Context: an optimization exercise on an open-source flow, tuned for small area, a short achievable clock period and few clock cycles. The choices shown serve that exercise and are no tape-out recipe.
No run shown here included a check of the RTL's function; only the layout flow was run.

==> flow/design.v (outline; a module is shown in full before it is edited, if it fits) <==
// module iter_counter: 14 lines
// module jw_control: 16 lines
// module jw_step: 567 lines
// module jw_fa: 10 lines
// module jw_ha: 9 lines
// module pixel_result: 15 lines
// module julia_worker: 156 lines
// module jw_start: 17 lines
// module jw_sure_escape: 15 lines
module julia_worker (
	input  logic               tb_clk,
	input  logic               rst,
	input  logic               start,
	input  logic [19:0]        pixel,   
	input  logic [43:0]        c,       
	input  logic               mc_busy,
	output logic               ready,
	output logic               done,
	output logic [63:0]        result   
);
  // ...
==> flow/run.sh <==
#!/bin/bash
# synth_recipe.tcl (not shown) runs the flow's synth.tcl, then flattens the netlist and writes it again
# the make line also repeats each setting of config.mk as NAME=value (left out here)
make -C /OpenROAD-flow-scripts/flow DESIGN_CONFIG=/design/flow/config.mk WORK_HOME=/design/flow/orfs CLKGATE_MAP_FILE= SYNTH_SCRIPT=/design/flow/synth_recipe.tcl finish
==> flow/config.mk <==
export PLATFORM = sky130hd
export DESIGN_NAME = julia_worker
export DESIGN_NICKNAME = julia_worker
export VERILOG_FILES = /design/flow/design.v
export SDC_FILE = /design/flow/constraint.sdc
export NUM_CORES = 4
export LEC_CHECK = 0
export CAP_MARGIN = 60
export CORE_MARGIN = 2
export CORE_UTILIZATION = 40
export SLEW_MARGIN = 60
export SYNTH_HIERARCHICAL = 1
export SYNTH_MINIMUM_KEEP_SIZE = 0
==> flow/constraint.sdc <==
create_clock -name core_clock -period 14.0 [get_ports {tb_clk}]
set_input_delay 2.8000 -clock core_clock [delete_from_list [all_inputs] [get_ports {tb_clk}]]
set_output_delay 2.8000 -clock core_clock [all_outputs]
set_load 0.01 [all_outputs]
==> metrics.md, run 1 <==
| Metric | Value |
|---|---|
| CTS Root Buffer Type | clkbuf_16 |
| # clk buffers | 18 |
| Dpl ws | 7.636 ns |
| Max transition margin | 60.95% |
| Cell Rows | 79 |
| Dominant synthesized flop cell | edfxtp_1 |
| Flip-flop and latch count | 157 |
| First-pass GRT wire length | 74650 um |
| Final core utilization | 44.97% |
| Cells after DPL | 2395 |
| Clock-cell share | 2.773% |
| Setup crit end | xr_top[1]$_DFF_P_ |
| R2R depth | 22 |
| Reg2reg end | xr_top[1]$_DFF_P_ |
| Top Usage Layer GRT | met2 |
| Post-DP HPWL | 34620 um |
| Syn. warnings | 10 |
| Clock transition at path regs | 0.07 ns |
| Die ar. | 48780 um2 |
| Top Registers | z_seen: 28 flops, pix_q: 20 flops, res_index: 20 flops |
| N_taps | 607 |
| Simple-gate share of the synthesized area | 11.68% |
| Worst-Margin Slew | 0.5783 ns |
| Critical-path top delay cell | fa_1 |
| Met2 usage in global routing | 31.87% |
| Worst-Skew Late Latency | 0.47 ns |
| Register area | 4230 um2 |
| Met3 WL | 2311 um |
| CP dominant cell by count | fa_1 |
| Cells after synthesis | 1766 |
| Post-synth EDFFs | 108 |
| Status | complete, no violations |
==> run 2, diff against run 1 <==
--- a/flow/design.v
+++ b/flow/design.v
@@ -66,17 +66,17 @@
 	input  logic [13:0] xi,
 	input  logic [14:0] cre,
 	input  logic [14:0] cim,
 	output logic        escaped,
 	output logic [15:0] nre,
 	output logic [15:0] nim
 );
 	logic [27:0] ta_r0, ta_r1, tb_r0, tb_r1, tp_r0, tp_r1;
-	logic        cb;
+	logic        ca, cb;
 	logic [16:0] te_r0, te_r1;
 	logic [15:0] tr_r0, tr_r1;
 	logic [6:0]  bneg, bone, btwo;
 	logic [14:0] bpp0, bpp1, bpp2, bpp3, bpp4, bpp5, bpp6;
 	logic [14:0] yb, xs1, xs2;
 	logic tas1, tac2, tas3, tac3, tas4, tac4, tas5, tac5, tas6, tac6, tas7, tac7, tas8, tac8, tas9, tac9;
 	logic tas10, tac10, tas11, tac11, tas12, tac12, tas13, tac13, tas14, tac14, tas15, tac15, tas16, tac16, tas17, tac17;
 	logic tas18, tac18, tas19, tac19, tas20, tac20, tas21, tac21, tas22, tac22, tas23, tac23, tas24, tac24, tas25, tac25;
@@ -110,19 +110,21 @@
 	logic tps252, tpc252, tps253, tpc253, tps254, tpc254, tes255, tec255, tes256, tec256, tes257, tec257, tes258, tec258, tes259, tec259;
 	logic tes260, tec260, tes261, tec261, tes262, tec262, tes263, tec263, tes264, tec264, tes265, tec265, tes266, tec266, tes267, tec267;
 	logic tes268, tec268, tes269, tec269, tes270, tec270, tes271, tec271, tes272, tec272, tes273, tec273, tes274, tec274, tes275, tec275;
 	logic tes276, tec276, tes277, tec277, tes278, tec278, tes279, tec279, tes280, tec280, tes281, tec281, tes282, tec282, tes283, tec283;
 	logic tes284, tec284, tes285, tec285, tes286, tec286, tes287, tec287, tes288, tec288, tes289, tec289, tes290, tec290, tes291, tec291;
 	logic tes292, tec292, tes293, tec294, tes295, tec295, tes296, tec296, tes297, tec297, tes298, tec298, tes299, tec299, tes300, tec300;
 	logic tes301, tec301, tes302, tec303, tes304, tec304, tes305, tec305, tes306, tec306, tes307, tes308, tes309, tes310, trs311, trc312;
 	logic trs313, trc313, trs314, trc314, trs315, trc315, trs316, trc316, trs317, trc317, trs318, trc318, trs319, trc319, trs320, trc320;
-	logic trs321, trc321, trs322, trc322, trs323, trc323, trs324, trc324, trs325, trc325, trs326, trc326, trs327, trc327, trs328, trc328;
-	logic trs329, trc329, trs330, trc330, trs331, trc331, trs332, trc332, trs333, trc333, trs334, trc334, trs335, trc335, trs336, trc336;
-	logic trs337, trc337, trs338, trc338, trs339, trc339, trs340, trc340, trs341, trc341, trs342, trs343;
+	logic trs321, trc321, trs322, trc322, trs323, trc323, trs324, trc324, trs325, trc325, trs326, trc326, trs327, trc327, trs328, trs329;
+	logic trc329, trs330, trc330, trs331, trc331, trs332, trc332, trs333, trc333, trs334, trc334, trs335, trc335, trs336, trc336, trs337;
+	logic trc337, trs338, trc338, trs339, trc339, trs340, trc340, trs341, trc341, trs342, trc342, trs343, trc343, trs344, trs345, trc345;
+	logic trs346, trc346, trs347, trc347, trs348, trc348, trs349, trc349, trs350, trc350, trs351, trc351, trs352, trc352, trs353, trc353;
+	logic trs354, trc354, trs355, trc355, trs356, trc356, trs357, trc357, trs358, trc358, trs359, trc359, trs360;
 	assign yb  = {xr, 1'b0};
 	assign xs1 = {xi[13], xi};
 	assign xs2 = {xi, 1'b0};
 	assign bneg[0] = yb[2];
 	assign bone[0] = yb[1] ^ yb[0];
 	assign btwo[0] = (yb[2] & ~yb[1] & ~yb[0]) | (~yb[2] & yb[1] & yb[0]);
 	assign bpp0 = (({15{bone[0]}} & xs1) | ({15{btwo[0]}} & xs2)) ^ {15{bneg[0]}};
 	assign bneg[1] = yb[4];
@@ -144,16 +146,50 @@
 	assign bneg[5] = yb[12];
 	assign bone[5] = yb[11] ^ yb[10];
 	assign btwo[5] = (yb[12] & ~yb[11] & ~yb[10]) | (~yb[12] & yb[11] & yb[10]);
 	assign bpp5 = (({15{bone[5]}} & xs1) | ({15{btwo[5]}} & xs2)) ^ {15{bneg[5]}};
 	assign bneg[6] = yb[14];
 	assign bone[6] = yb[13] ^ yb[12];
 	assign btwo[6] = (yb[14] & ~yb[13] & ~yb[12]) | (~yb[14] & yb[13] & yb[12]);
 	assign bpp6 = (({15{bone[6]}} & xs1) | ({15{btwo[6]}} & xs2)) ^ {15{bneg[6]}};
+	logic [10:0] kca_g, kca_t;
+	assign kca_g = ta_r0[10:0] & ta_r1[10:0];
+	assign kca_t = ta_r0[10:0] | ta_r1[10:0];
+	logic kca_g0_0, kca_t0_0;
+	assign kca_g0_0 = kca_g[1] | (kca_t[1] & kca_g[0]);
+	assign kca_t0_0 = kca_t[1] & kca_t[0];
+	logic kca_g0_1, kca_t0_1;
+	assign kca_g0_1 = kca_g[3] | (kca_t[3] & kca_g[2]);
+	assign kca_t0_1 = kca_t[3] & kca_t[2];
+	logic kca_g0_2, kca_t0_2;
+	assign kca_g0_2 = kca_g[5] | (kca_t[5] & kca_g[4]);
+	assign kca_t0_2 = kca_t[5] & kca_t[4];
+	logic kca_g0_3, kca_t0_3;
+	assign kca_g0_3 = kca_g[7] | (kca_t[7] & kca_g[6]);
+	assign kca_t0_3 = kca_t[7] & kca_t[6];
+	logic kca_g0_4, kca_t0_4;
+	assign kca_g0_4 = kca_g[9] | (kca_t[9] & kca_g[8]);
+	assign kca_t0_4 = kca_t[9] & kca_t[8];
+	logic kca_g1_0, kca_t1_0;
+	assign kca_g1_0 = kca_g0_1 | (kca_t0_1 & kca_g0_0);
+	assign kca_t1_0 = kca_t0_1 & kca_t0_0;
+	logic kca_g1_1, kca_t1_1;
+	assign kca_g1_1 = kca_g0_3 | (kca_t0_3 & kca_g0_2);
+	assign kca_t1_1 = kca_t0_3 & kca_t0_2;
+	logic kca_g1_2, kca_t1_2;
+	assign kca_g1_2 = kca_g[10] | (kca_t[10] & kca_g0_4);
+	assign kca_t1_2 = kca_t[10] & kca_t0_4;
+	logic kca_g2_0, kca_t2_0;
+	assign kca_g2_0 = kca_g1_1 | (kca_t1_1 & kca_g1_0);
+	assign kca_t2_0 = kca_t1_1 & kca_t1_0;
+	logic kca_g3_0, kca_t3_0;
+	assign kca_g3_0 = kca_g1_2 | (kca_t1_2 & kca_g2_0);
+	assign kca_t3_0 = kca_t1_2 & kca_t2_0;
+	assign ca = kca_g3_0;
 	logic [10:0] kcb_g, kcb_t;
 	assign kcb_g = tb_r0[10:0] & tb_r1[10:0];
 	assign kcb_t = tb_r0[10:0] | tb_r1[10:0];
 	logic kcb_g0_0, kcb_t0_0;
 	assign kcb_g0_0 = kcb_g[1] | (kcb_t[1] & kcb_g[0]);
 	assign kcb_t0_0 = kcb_t[1] & kcb_t[0];
 	logic kcb_g0_1, kcb_t0_1;
 	assign kcb_g0_1 = kcb_g[3] | (kcb_t[3] & kcb_g[2]);
@@ -496,57 +532,71 @@
 	jw_fa u_te305 (.a(ta_r1[26]), .b(tec299), .c(tes304), .s(tes305), .co(tec305));
 	jw_ha u_te306 (.a(tes305), .b(tec300), .s(tes306), .co(tec306));
 	assign tes307 = ~(tb_r0[27] ^ tb_r1[27]);
 	assign tes308 = tes307 ^ tec303 ^ ta_r0[27];
 	assign tes309 = ta_r1[27] ^ tes308 ^ tec304;
 	assign tes310 = tec305 ^ tes309;
 	assign te_r0 = {tec306, tec301, tec297, tec292, tec289, tec286, tec283, tec280, tec277, tec274, tec271, tec268, tec265, tec262, tec259, tes258, cb};
 	assign te_r1 = {tes310, tes306, tes301, tes297, tes292, tes289, tes286, tes283, tes280, tes277, tes274, tes271, tes268, tes265, tes262, tes259, tes256};
-	assign trs311 = ~(ta_r0[11] ^ ta_r1[11]);
-	assign trc312 = ta_r0[11] | ta_r1[11];
-	jw_fa u_tr313 (.a(~tb_r0[11]), .b(~tb_r1[11]), .c(trs311), .s(trs313), .co(trc313));
-	jw_fa u_tr314 (.a(ta_r0[12]), .b(ta_r1[12]), .c(trc312), .s(trs314), .co(trc314));
-	jw_fa u_tr315 (.a(~tb_r0[12]), .b(~tb_r1[12]), .c(trc313), .s(trs315), .co(trc315));
-	jw_fa u_tr316 (.a(~tb_r0[13]), .b(~tb_r1[13]), .c(ta_r0[13]), .s(trs316), .co(trc316));
-	jw_fa u_tr317 (.a(ta_r1[13]), .b(trc314), .c(trs316), .s(trs317), .co(trc317));
-	jw_fa u_tr318 (.a(~tb_r0[14]), .b(~tb_r1[14]), .c(ta_r0[14]), .s(trs318), .co(trc318));
-	jw_fa u_tr319 (.a(ta_r1[14]), .b(trc316), .c(trs318), .s(trs319), .co(trc319));
-	jw_fa u_tr320 (.a(~tb_r0[15]), .b(~tb_r1[15]), .c(ta_r0[15]), .s(trs320), .co(trc320));
-	jw_fa u_tr321 (.a(ta_r1[15]), .b(trc318), .c(trs320), .s(trs321), .co(trc321));
-	jw_fa u_tr322 (.a(~tb_r0[16]), .b(~tb_r1[16]), .c(ta_r0[16]), .s(trs322), .co(trc322));
-	jw_fa u_tr323 (.a(ta_r1[16]), .b(trc320), .c(trs322), .s(trs323), .co(trc323));
-	jw_fa u_tr324 (.a(~tb_r0[17]), .b(~tb_r1[17]), .c(ta_r0[17]), .s(trs324), .co(trc324));
-	jw_fa u_tr325 (.a(ta_r1[17]), .b(trc322), .c(trs324), .s(trs325), .co(trc325));
-	jw_fa u_tr326 (.a(~tb_r0[18]), .b(~tb_r1[18]), .c(ta_r0[18]), .s(trs326), .co(trc326));
-	jw_fa u_tr327 (.a(ta_r1[18]), .b(trc324), .c(trs326), .s(trs327), .co(trc327));
-	jw_fa u_tr328 (.a(~tb_r0[19]), .b(~tb_r1[19]), .c(ta_r0[19]), .s(trs328), .co(trc328));
-	jw_fa u_tr329 (.a(ta_r1[19]), .b(trc326), .c(trs328), .s(trs329), .co(trc329));
-	jw_fa u_tr330 (.a(~tb_r0[20]), .b(~tb_r1[20]), .c(ta_r0[20]), .s(trs330), .co(trc330));
-	jw_fa u_tr331 (.a(ta_r1[20]), .b(trc328), .c(trs330), .s(trs331), .co(trc331));
-	jw_fa u_tr332 (.a(~tb_r0[21]), .b(~tb_r1[21]), .c(ta_r0[21]), .s(trs332), .co(trc332));
-	jw_fa u_tr333 (.a(ta_r1[21]), .b(trc330), .c(trs332), .s(trs333), .co(trc333));
-	jw_fa u_tr334 (.a(~tb_r0[22]), .b(~tb_r1[22]), .c(ta_r0[22]), .s(trs334), .co(trc334));
-	jw_fa u_tr335 (.a(ta_r1[22]), .b(trs334), .c(trc332), .s(trs335), .co(trc335));
-	jw_fa u_tr336 (.a(~tb_r0[23]), .b(~tb_r1[23]), .c(ta_r0[23]), .s(trs336), .co(trc336));
-	jw_fa u_tr337 (.a(ta_r1[23]), .b(trc334), .c(trs336), .s(trs337), .co(trc337));
-	jw_fa u_tr338 (.a(~tb_r0[24]), .b(~tb_r1[24]), .c(ta_r0[24]), .s(trs338), .co(trc338));
-	jw_fa u_tr339 (.a(ta_r1[24]), .b(trc336), .c(trs338), .s(trs339), .co(trc339));
-	jw_fa u_tr340 (.a(~tb_r0[25]), .b(~tb_r1[25]), .c(ta_r0[25]), .s(trs340), .co(trc340));
-	jw_fa u_tr341 (.a(ta_r1[25]), .b(trs340), .c(trc338), .s(trs341), .co(trc341));
-	assign trs342 = ~tb_r0[26] ^ ~tb_r1[26] ^ ta_r0[26];
-	assign trs343 = ta_r1[26] ^ trc340 ^ trs342;
-	assign tr_r0 = {trc341, trc339, trc337, trc335, trc333, trc331, trc329, trc327, trc325, trc323, trc321, trc319, trc317, trc315, trs314, ~cb};
-	assign tr_r1 = {trs343, trs341, trs339, trs337, trs335, trs333, trs331, trs329, trs327, trs325, trs323, trs321, trs319, trs317, trs315, trs313};
-	logic [27:0] ex0, ex1;
-	assign ex0 = {te_r0, ta_r0[10:0]};
-	assign ex1 = {te_r1, ta_r1[10:0]};
-	logic [26:0] kce_g, kce_t;
-	assign kce_g = ex0[26:0] & ex1[26:0];
-	assign kce_t = ex0[26:0] | ex1[26:0];
+	assign trs311 = ~ta_r0[11];
+	assign trc312 = ta_r0[11];
+	jw_fa u_tr313 (.a(ta_r1[11]), .b(~tb_r0[11]), .c(~tb_r1[11]), .s(trs313), .co(trc313));
+	jw_fa u_tr314 (.a(trc312), .b(ta_r0[12]), .c(ta_r1[12]), .s(trs314), .co(trc314));
+	jw_ha u_tr315 (.a(~tb_r0[13]), .b(~tb_r1[13]), .s(trs315), .co(trc315));
+	jw_ha u_tr316 (.a(~tb_r0[14]), .b(~tb_r1[14]), .s(trs316), .co(trc316));
+	jw_ha u_tr317 (.a(~tb_r0[15]), .b(~tb_r1[15]), .s(trs317), .co(trc317));
+	jw_ha u_tr318 (.a(~tb_r0[16]), .b(~tb_r1[16]), .s(trs318), .co(trc318));
+	jw_ha u_tr319 (.a(~tb_r0[17]), .b(~tb_r1[17]), .s(trs319), .co(trc319));
+	jw_ha u_tr320 (.a(~tb_r0[18]), .b(~tb_r1[18]), .s(trs320), .co(trc320));
+	jw_ha u_tr321 (.a(~tb_r0[19]), .b(~tb_r1[19]), .s(trs321), .co(trc321));
+	jw_ha u_tr322 (.a(~tb_r0[20]), .b(~tb_r1[20]), .s(trs322), .co(trc322));
+	jw_ha u_tr323 (.a(~tb_r0[21]), .b(~tb_r1[21]), .s(trs323), .co(trc323));
+	jw_ha u_tr324 (.a(~tb_r0[22]), .b(~tb_r1[22]), .s(trs324), .co(trc324));
+	jw_ha u_tr325 (.a(~tb_r0[23]), .b(~tb_r1[23]), .s(trs325), .co(trc325));
+	jw_ha u_tr326 (.a(~tb_r0[24]), .b(~tb_r1[24]), .s(trs326), .co(trc326));
+	jw_ha u_tr327 (.a(~tb_r0[25]), .b(~tb_r1[25]), .s(trs327), .co(trc327));
+	assign trs328 = ~tb_r0[26] ^ ~tb_r1[26];
+	jw_ha u_tr329 (.a(trs311), .b(trs313), .s(trs329), .co(trc329));
+	jw_fa u_tr330 (.a(~tb_r0[12]), .b(~tb_r1[12]), .c(trc313), .s(trs330), .co(trc330));
+	jw_fa u_tr331 (.a(trc314), .b(ta_r0[13]), .c(ta_r1[13]), .s(trs331), .co(trc331));
+	jw_fa u_tr332 (.a(ta_r0[14]), .b(ta_r1[14]), .c(trc315), .s(trs332), .co(trc332));
+	jw_fa u_tr333 (.a(ta_r0[15]), .b(ta_r1[15]), .c(trc316), .s(trs333), .co(trc333));
+	jw_fa u_tr334 (.a(ta_r0[16]), .b(ta_r1[16]), .c(trc317), .s(trs334), .co(trc334));
+	jw_fa u_tr335 (.a(ta_r0[17]), .b(ta_r1[17]), .c(trc318), .s(trs335), .co(trc335));
+	jw_fa u_tr336 (.a(ta_r0[18]), .b(ta_r1[18]), .c(trc319), .s(trs336), .co(trc336));
+	jw_fa u_tr337 (.a(ta_r0[19]), .b(ta_r1[19]), .c(trc320), .s(trs337), .co(trc337));
+	jw_fa u_tr338 (.a(trs322), .b(ta_r0[20]), .c(ta_r1[20]), .s(trs338), .co(trc338));
+	jw_fa u_tr339 (.a(trc322), .b(trs323), .c(ta_r0[21]), .s(trs339), .co(trc339));
+	jw_fa u_tr340 (.a(ta_r0[22]), .b(ta_r1[22]), .c(trc323), .s(trs340), .co(trc340));
+	jw_fa u_tr341 (.a(trs325), .b(ta_r0[23]), .c(ta_r1[23]), .s(trs341), .co(trc341));
+	jw_fa u_tr342 (.a(trc325), .b(trs326), .c(ta_r0[24]), .s(trs342), .co(trc342));
+	jw_fa u_tr343 (.a(trs327), .b(ta_r0[25]), .c(ta_r1[25]), .s(trs343), .co(trc343));
+	assign trs344 = trs328 ^ trc327 ^ ta_r0[26];
+	jw_ha u_tr345 (.a(~cb), .b(ca), .s(trs345), .co(trc345));
+	jw_fa u_tr346 (.a(trs314), .b(trc329), .c(trs330), .s(trs346), .co(trc346));
+	jw_fa u_tr347 (.a(trs315), .b(trc330), .c(trs331), .s(trs347), .co(trc347));
+	jw_fa u_tr348 (.a(trs316), .b(trc331), .c(trs332), .s(trs348), .co(trc348));
+	jw_fa u_tr349 (.a(trs317), .b(trc332), .c(trs333), .s(trs349), .co(trc349));
+	jw_fa u_tr350 (.a(trs318), .b(trc333), .c(trs334), .s(trs350), .co(trc350));
+	jw_fa u_tr351 (.a(trs319), .b(trc334), .c(trs335), .s(trs351), .co(trc351));
+	jw_fa u_tr352 (.a(trs320), .b(trc335), .c(trs336), .s(trs352), .co(trc352));
+	jw_fa u_tr353 (.a(trs321), .b(trc336), .c(trs337), .s(trs353), .co(trc353));
+	jw_fa u_tr354 (.a(trc321), .b(trs338), .c(trc337), .s(trs354), .co(trc354));
+	jw_fa u_tr355 (.a(ta_r1[21]), .b(trc338), .c(trs339), .s(trs355), .co(trc355));
+	jw_fa u_tr356 (.a(trs324), .b(trs340), .c(trc339), .s(trs356), .co(trc356));
+	jw_fa u_tr357 (.a(trc324), .b(trs341), .c(trc340), .s(trs357), .co(trc357));
+	jw_fa u_tr358 (.a(ta_r1[24]), .b(trc341), .c(trs342), .s(trs358), .co(trc358));
+	jw_fa u_tr359 (.a(trc326), .b(trs343), .c(trc342), .s(trs359), .co(trc359));
+	assign trs360 = ta_r1[26] ^ trc343 ^ trs344;
+	assign tr_r0 = {trc359, trc358, trc357, trc356, trc355, trc354, trc353, trc352, trc351, trc350, trc349, trc348, trc347, trc346, trc345, trs329};
+	assign tr_r1 = {trs360, trs359, trs358, trs357, trs356, trs355, trs354, trs353, trs352, trs351, trs350, trs349, trs348, trs347, trs346, trs345};
+	logic [15:0] kce_g, kce_t;
+	assign kce_g = te_r0[15:0] & te_r1[15:0];
+	assign kce_t = te_r0[15:0] | te_r1[15:0];
 	logic kce_g0_0, kce_t0_0;
 	assign kce_g0_0 = kce_g[1] | (kce_t[1] & kce_g[0]);
 	assign kce_t0_0 = kce_t[1] & kce_t[0];
 	logic kce_g0_1, kce_t0_1;
 	assign kce_g0_1 = kce_g[3] | (kce_t[3] & kce_g[2]);
 	assign kce_t0_1 = kce_t[3] & kce_t[2];
 	logic kce_g0_2, kce_t0_2;
 	assign kce_g0_2 = kce_g[5] | (kce_t[5] & kce_g[4]);
@@ -561,74 +611,39 @@
 	assign kce_g0_5 = kce_g[11] | (kce_t[11] & kce_g[10]);
 	assign kce_t0_5 = kce_t[11] & kce_t[10];
 	logic kce_g0_6, kce_t0_6;
 	assign kce_g0_6 = kce_g[13] | (kce_t[13] & kce_g[12]);
 	assign kce_t0_6 = kce_t[13] & kce_t[12];
 	logic kce_g0_7, kce_t0_7;
 	assign kce_g0_7 = kce_g[15] | (kce_t[15] & kce_g[14]);
 	assign kce_t0_7 = kce_t[15] & kce_t[14];
-	logic kce_g0_8, kce_t0_8;
-	assign kce_g0_8 = kce_g[17] | (kce_t[17] & kce_g[16]);
-	assign kce_t0_8 = kce_t[17] & kce_t[16];
-	logic kce_g0_9, kce_t0_9;
-	assign kce_g0_9 = kce_g[19] | (kce_t[19] & kce_g[18]);
-	assign kce_t0_9 = kce_t[19] & kce_t[18];
-	logic kce_g0_10, kce_t0_10;
-	assign kce_g0_10 = kce_g[21] | (kce_t[21] & kce_g[20]);
-	assign kce_t0_10 = kce_t[21] & kce_t[20];
-	logic kce_g0_11, kce_t0_11;
-	assign kce_g0_11 = kce_g[23] | (kce_t[23] & kce_g[22]);
-	assign kce_t0_11 = kce_t[23] & kce_t[22];
-	logic kce_g0_12, kce_t0_12;
-	assign kce_g0_12 = kce_g[25] | (kce_t[25] & kce_g[24]);
-	assign kce_t0_12 = kce_t[25] & kce_t[24];
 	logic kce_g1_0, kce_t1_0;
 	assign kce_g1_0 = kce_g0_1 | (kce_t0_1 & kce_g0_0);
 	assign kce_t1_0 = kce_t0_1 & kce_t0_0;
 	logic kce_g1_1, kce_t1_1;
 	assign kce_g1_1 = kce_g0_3 | (kce_t0_3 & kce_g0_2);
 	assign kce_t1_1 = kce_t0_3 & kce_t0_2;
 	logic kce_g1_2, kce_t1_2;
 	assign kce_g1_2 = kce_g0_5 | (kce_t0_5 & kce_g0_4);
 	assign kce_t1_2 = kce_t0_5 & kce_t0_4;
 	logic kce_g1_3, kce_t1_3;
 	assign kce_g1_3 = kce_g0_7 | (kce_t0_7 & kce_g0_6);
 	assign kce_t1_3 = kce_t0_7 & kce_t0_6;
-	logic kce_g1_4, kce_t1_4;
-	assign kce_g1_4 = kce_g0_9 | (kce_t0_9 & kce_g0_8);
-	assign kce_t1_4 = kce_t0_9 & kce_t0_8;
-	logic kce_g1_5, kce_t1_5;
-	assign kce_g1_5 = kce_g0_11 | (kce_t0_11 & kce_g0_10);
-	assign kce_t1_5 = kce_t0_11 & kce_t0_10;
-	logic kce_g1_6, kce_t1_6;
-	assign kce_g1_6 = kce_g[26] | (kce_t[26] & kce_g0_12);
-	assign kce_t1_6 = kce_t[26] & kce_t0_12;
 	logic kce_g2_0, kce_t2_0;
 	assign kce_g2_0 = kce_g1_1 | (kce_t1_1 & kce_g1_0);
 	assign kce_t2_0 = kce_t1_1 & kce_t1_0;
 	logic kce_g2_1, kce_t2_1;
 	assign kce_g2_1 = kce_g1_3 | (kce_t1_3 & kce_g1_2);
 	assign kce_t2_1 = kce_t1_3 & kce_t1_2;
-	logic kce_g2_2, kce_t2_2;
-	assign kce_g2_2 = kce_g1_5 | (kce_t1_5 & kce_g1_4);
-	assign kce_t2_2 = kce_t1_5 & kce_t1_4;
 	logic kce_g3_0, kce_t3_0;
 	assign kce_g3_0 = kce_g2_1 | (kce_t2_1 & kce_g2_0);
 	assign kce_t3_0 = kce_t2_1 & kce_t2_0;
-	logic kce_g3_1, kce_t3_1;
-	assign kce_g3_1 = kce_g1_6 | (kce_t1_6 & kce_g2_2);
-	assign kce_t3_1 = kce_t1_6 & kce_t2_2;
-	logic kce_g4_0, kce_t4_0;
-	assign kce_g4_0 = kce_g3_1 | (kce_t3_1 & kce_g3_0);
-	assign kce_t4_0 = kce_t3_1 & kce_t3_0;
-	assign escaped = ~(te_r0[16] ^ te_r1[16] ^ kce_g4_0);
-	logic [26:0] rsum;
-	assign rsum = {tr_r0, ta_r0[10:0]} + {tr_r1, ta_r1[10:0]};
-	assign nre = rsum[26:11];
+	assign escaped = ~(te_r0[16] ^ te_r1[16] ^ (kce_g3_0 | (kce_t3_0 & ca)));
+	assign nre = tr_r0 + tr_r1;
 	logic [25:0] isum;
 	assign isum = tp_r0[25:0] + tp_r1[25:0];
 	assign nim = {isum[25:11], cim[0]};
 endmodule
 module jw_fa (
 	input  logic a,
 	input  logic b,
 	input  logic c,
==> metrics.md, run 2 <==
| Metric | Value |
|---|---|
| Share of layout cells above drive strength 1 | 6.837% |
| Worst-Margin Slew | 0.5949 ns (+0.01665 ns) |
| Post-synthesis mux area share | 1.614% |
| Most frequent cells after synthesis | 279 x fa_1, 158 x xnor2_1, 125 x ha_1, 117 x nor2_1, 114 x inv_1 |
| H-tree depth | 4 |
| Most common cell after layout, fill and taps aside | fa_1 |
| Area after DPL | 20150 um2 |
| Post-synth EDFFs | 108 (unchanged) |
| Hold Path Cell Cnt | 0 |
| Top Usage Layer GRT | met2 |
| Post-DP HPWL | 36120 um (+4.3%) |
| Vias | 12.85k |
| R2R depth | 21 (-4.5%) |
| Crit path time final | 6.496 ns |
| Synthesis-stage register bit count | 157 |
| DRC viols | 0 |
| Met1 usage | 27.45% |
| Met2 usage in global routing | 34.10% (+2.2 points) |
| Clock transition at path regs | 0.07 ns (about the same) |
| Dominant synthesized flop cell | edfxtp_1 |
| Count leader, synth | fa_1 |
| Final core utilization | 44.81% (-0.15 points) |
| Gates resized, CTS repair | 0 |
| DR vias/cell | 5.341 |
| Iteration-0 DRC Markers | 793 |
| Worst Path Arrival | 6.89 ns |
| Post-Synth Adder-Cell Area | 38.32% |
| FF-to-FF setup slack | 7.50 ns |
| Status | complete, no violations |
| Area of the core | 46460 um2 |
| Initial Util | 40.38% |
| IO Pins | 134 |
| Cells after synthesis | 1755 (-0.62%) |
| Largest area contributor in the netlist | fa_1 |
| Sink of the worst hold path | res_index[5]$_DFFE_PP_ |
| Routing usage on met3 | 3.436% |
| Setup Viol. Count Final | 0 |
| Largest cells by area after synthesis | fa_1 30%, edfxtp_1 17%, ha_1 8.3% |
| Top Registers | z_seen: 28 flops, pix_q: 20 flops, res_index: 20 flops |
| Largest Register | z_seen |
| Simple-gate share of the synthesized area | 11.36% (-0.32 points) |
| Final period utilization | 46.40% |
| Cell Rows | 79 (unchanged) |
| Reg2reg end | xr_top[1]$_DFF_P_ |
| Max Fclk | 0.1539 GHz |
| Largest register FFs | 28 |
| Fin area | 20820 um2 |
| Cts hold-fix bufs | 0 |
| Worst path required time | 14.40 ns |
| Height of the die | 220.6 um |
| Setup TNS | 0 ns |
| CTS Root Buffer Type | clkbuf_16 |
| Grt ovf | 0 |
| Crit start category | flop |
| Share of the synthesized area in the top cell type | 29.77% |
| Max transition margin | 60.34% (-0.61 points) |
| Layout area overhead | 10.97% |
| Largest family of logic cells by synthesized area | adder cells |
| Post-synth ARST share | 0% |
| Final Wtd Congestion | 0.8973 |
| Max-slew violations | 0 |
| Port Buffer Count | 113 |
| Die ar. | 48650 um2 (-0.26%) |
| Syn_area_per_cell | 10.69 um2 |
| Setup CP Type | flop to flop |
| Clock Skews | 0.01464 ns |
| Seq/Total Area, Yosys | 22.52% |
| Most frequent cells in the layout | 279 x fa_1, 158 x xnor2_1, 121 x ha_1 |
| Final nets | 2258 |
| Min-delay src | pix_q[15]$_DFFE_PP_ |
| Yosys cell types | 76 |
| Syn. warnings | 10 (unchanged) |
| Clock Sinks | 157 |
| Routed WL | 47000 um |
| Initial antenna violation count | 0 |
| Peak fanout along the critical path | 21 |
| Horiz. Die Dim | 220.6 um |
| Total Routing Usage GR | 20.49% |
| Post-CTS setup buffers | 0 |
| R2R Path Start | xi[8]$_DFF_P_ |
| TritonCTS buffer count | 17 |
| XOR/XNOR share of the synthesized area | 8.824% |
| Max-cap violation count | 0 |
| CTS tree | built |
| Clk buf depth | 2 |
| Worst-Skew Late Latency | 0.48 ns (about the same) |
| RSZ-0062 raised after global routing | no |
| Mapped Area | 18760 um2 |
| Compound-cell area share of the yosys netlist | 10.34% |
| First-pass GRT wire length | 76020 um (+1.8%) |
| Wirelength per Cell | 19.53 um |
| Vias in the first global route | 13.58k |
| CP Capture Type | flop |
| Antenna Cells | 0 |
| Final hold viol count | 0 |
| ANT nets after route | 0 |
| Largest net degree at the start of global routing | 54 |
| Pre-antenna DRT Iters | 6 |
| Worst Hold Class | flop to flop |
-- run 2: cell count changes after synthesis, moves of 5 or more --
cell / before / now
a21oi_1: 68 / 63
and2_1: 105 / 86
clkbuf_1: 63 / 73
clkinv_1: 9 / 0
nor2_1: 107 / 117
o21ai_0: 45 / 37
o21ai_1: 1 / 8
-- run 2: worst max path at each step --
stage	startpoint	to	slack (ns)	cells past startpoint
after floorplan	xr[9]$_DFF_P_	xr_top[0]$_DFF_P_	7.84	21
after global placement	xi[8]$_DFF_P_	xr_top[0]$_DFF_P_	7.31	22
after detailed placement	xi[8]$_DFF_P_	xr_top[1]$_DFF_P_	7.60	21
after CTS	xi[8]$_DFF_P_	xr_top[1]$_DFF_P_	7.58	21
after global routing	xi[8]$_DFF_P_	xr_top[0]$_DFF_P_	7.09	22
final	xi[8]$_DFF_P_	xr_top[1]$_DFF_P_	7.50	21
-- run 2: worst max-delay path, stage by stage (launching register included) --
cell	delay [ns]
dfxtp_2	0.64
inv_1	0.34
nor2_1	0.22
fa_1	0.47
fa_1	0.43
fa_1	0.56
inv_1	0.07
fa_1	0.41
fa_1	0.51
fa_1	0.44
ha_1	0.29
a21o_1	0.15
a21o_1	0.19
a21oi_1	0.22
o21ai_1	0.14
a211o_1	0.30
o211ai_1	0.35
o2111ai_1	0.17
a21oi_1	0.20
xnor2_1	0.13
inv_1	0.06
o21ai_0	0.12
-- run 2: metrics by stage --
stage          hold WS [ns]  worst slack, ns  instances
3_5_place_dp         0.4045            7.600       2372
6_report             0.4179            7.504       2406
2_1_floorplan        0.4003            7.836       1778
3_3_place_gp         0.4024            7.311       2372
4_1_cts              0.4154            7.576       2404
5_1_grt              0.4265            7.090       2406
-- run 2: logic make-up (layout without fill, tap and decap cells) --
logic type / after synthesis / after routing
adder cells (fa/ha/maj): 408 / 408
XOR/XNOR: 189 / 189
other: 3 / 26
flip-flops: 157 / 157
multiplexers: 27 / 27
AO/OA/AOI/OAI: 290 / 290
buffers and inverters: 274 / 295
AND/OR/NAND/NOR: 407 / 407
-- run 2: layout make-up --
| cell class | instances | area, um2 |
|---|---|---|
| fillers | 4372 | 25640 |
| multi-input cells | 1347 | 13350 |
| flip-flops and latches | 157 | 4233 |
| repair buffers | 147 | 1434 |
| well taps | 607 | 759.5 |
| inverters | 116 | 435.4 |
| clock buffers | 17 | 425.4 |
| clock inverters | 15 | 177.7 |
-- run 2: modules after synthesis, one instance, submodules excluded, a selection --
module,copies in the design,area [um2]
jw_control,1,26.28
jw_start,1,709.4
iter_counter,1,339.1
jw_step,1,5266
jw_sure_escape,1,66.31
jw_ha,49,12.51
julia_worker,1,5741
jw_fa,276,20.02
-- run 2: metal layers --
layer | vias up | part of all wire [%]
met5 | - | 0
met2 | 353 | 49
li1 | 5896 | -
met4 | 0 | 1.7
met3 | 41 | 4.9
met1 | 6561 | 44

## port drivers added, routing unchanged
The flow's constraints put no driver on any port. The routed layouts listed below were extracted and timed again, unchanged, in two steps. Step 1 assumes that a clkbuf_16 drives the clock port and a buf_2 every other input. Step 2 times the ports against the registers' clock, not the clock port: input delays grow and output delays shrink by t, the midpoint of the rising clock arrivals with the driver on. a / b / c = no drivers / after step 1 / after step 2; a / b = the first two.
run | t, ns | slack for setup (ns) | worst setup path after step 2 | worst data-port slew with drivers (ns)
run 1 | 0.513 | 7.632 / 7.632 / 7.632 | register to register | 0.05
run 2 | 0.520 | 7.504 / 7.504 / 7.504 | register to register | 0.05
After both steps setup and hold are still met in every run listed.
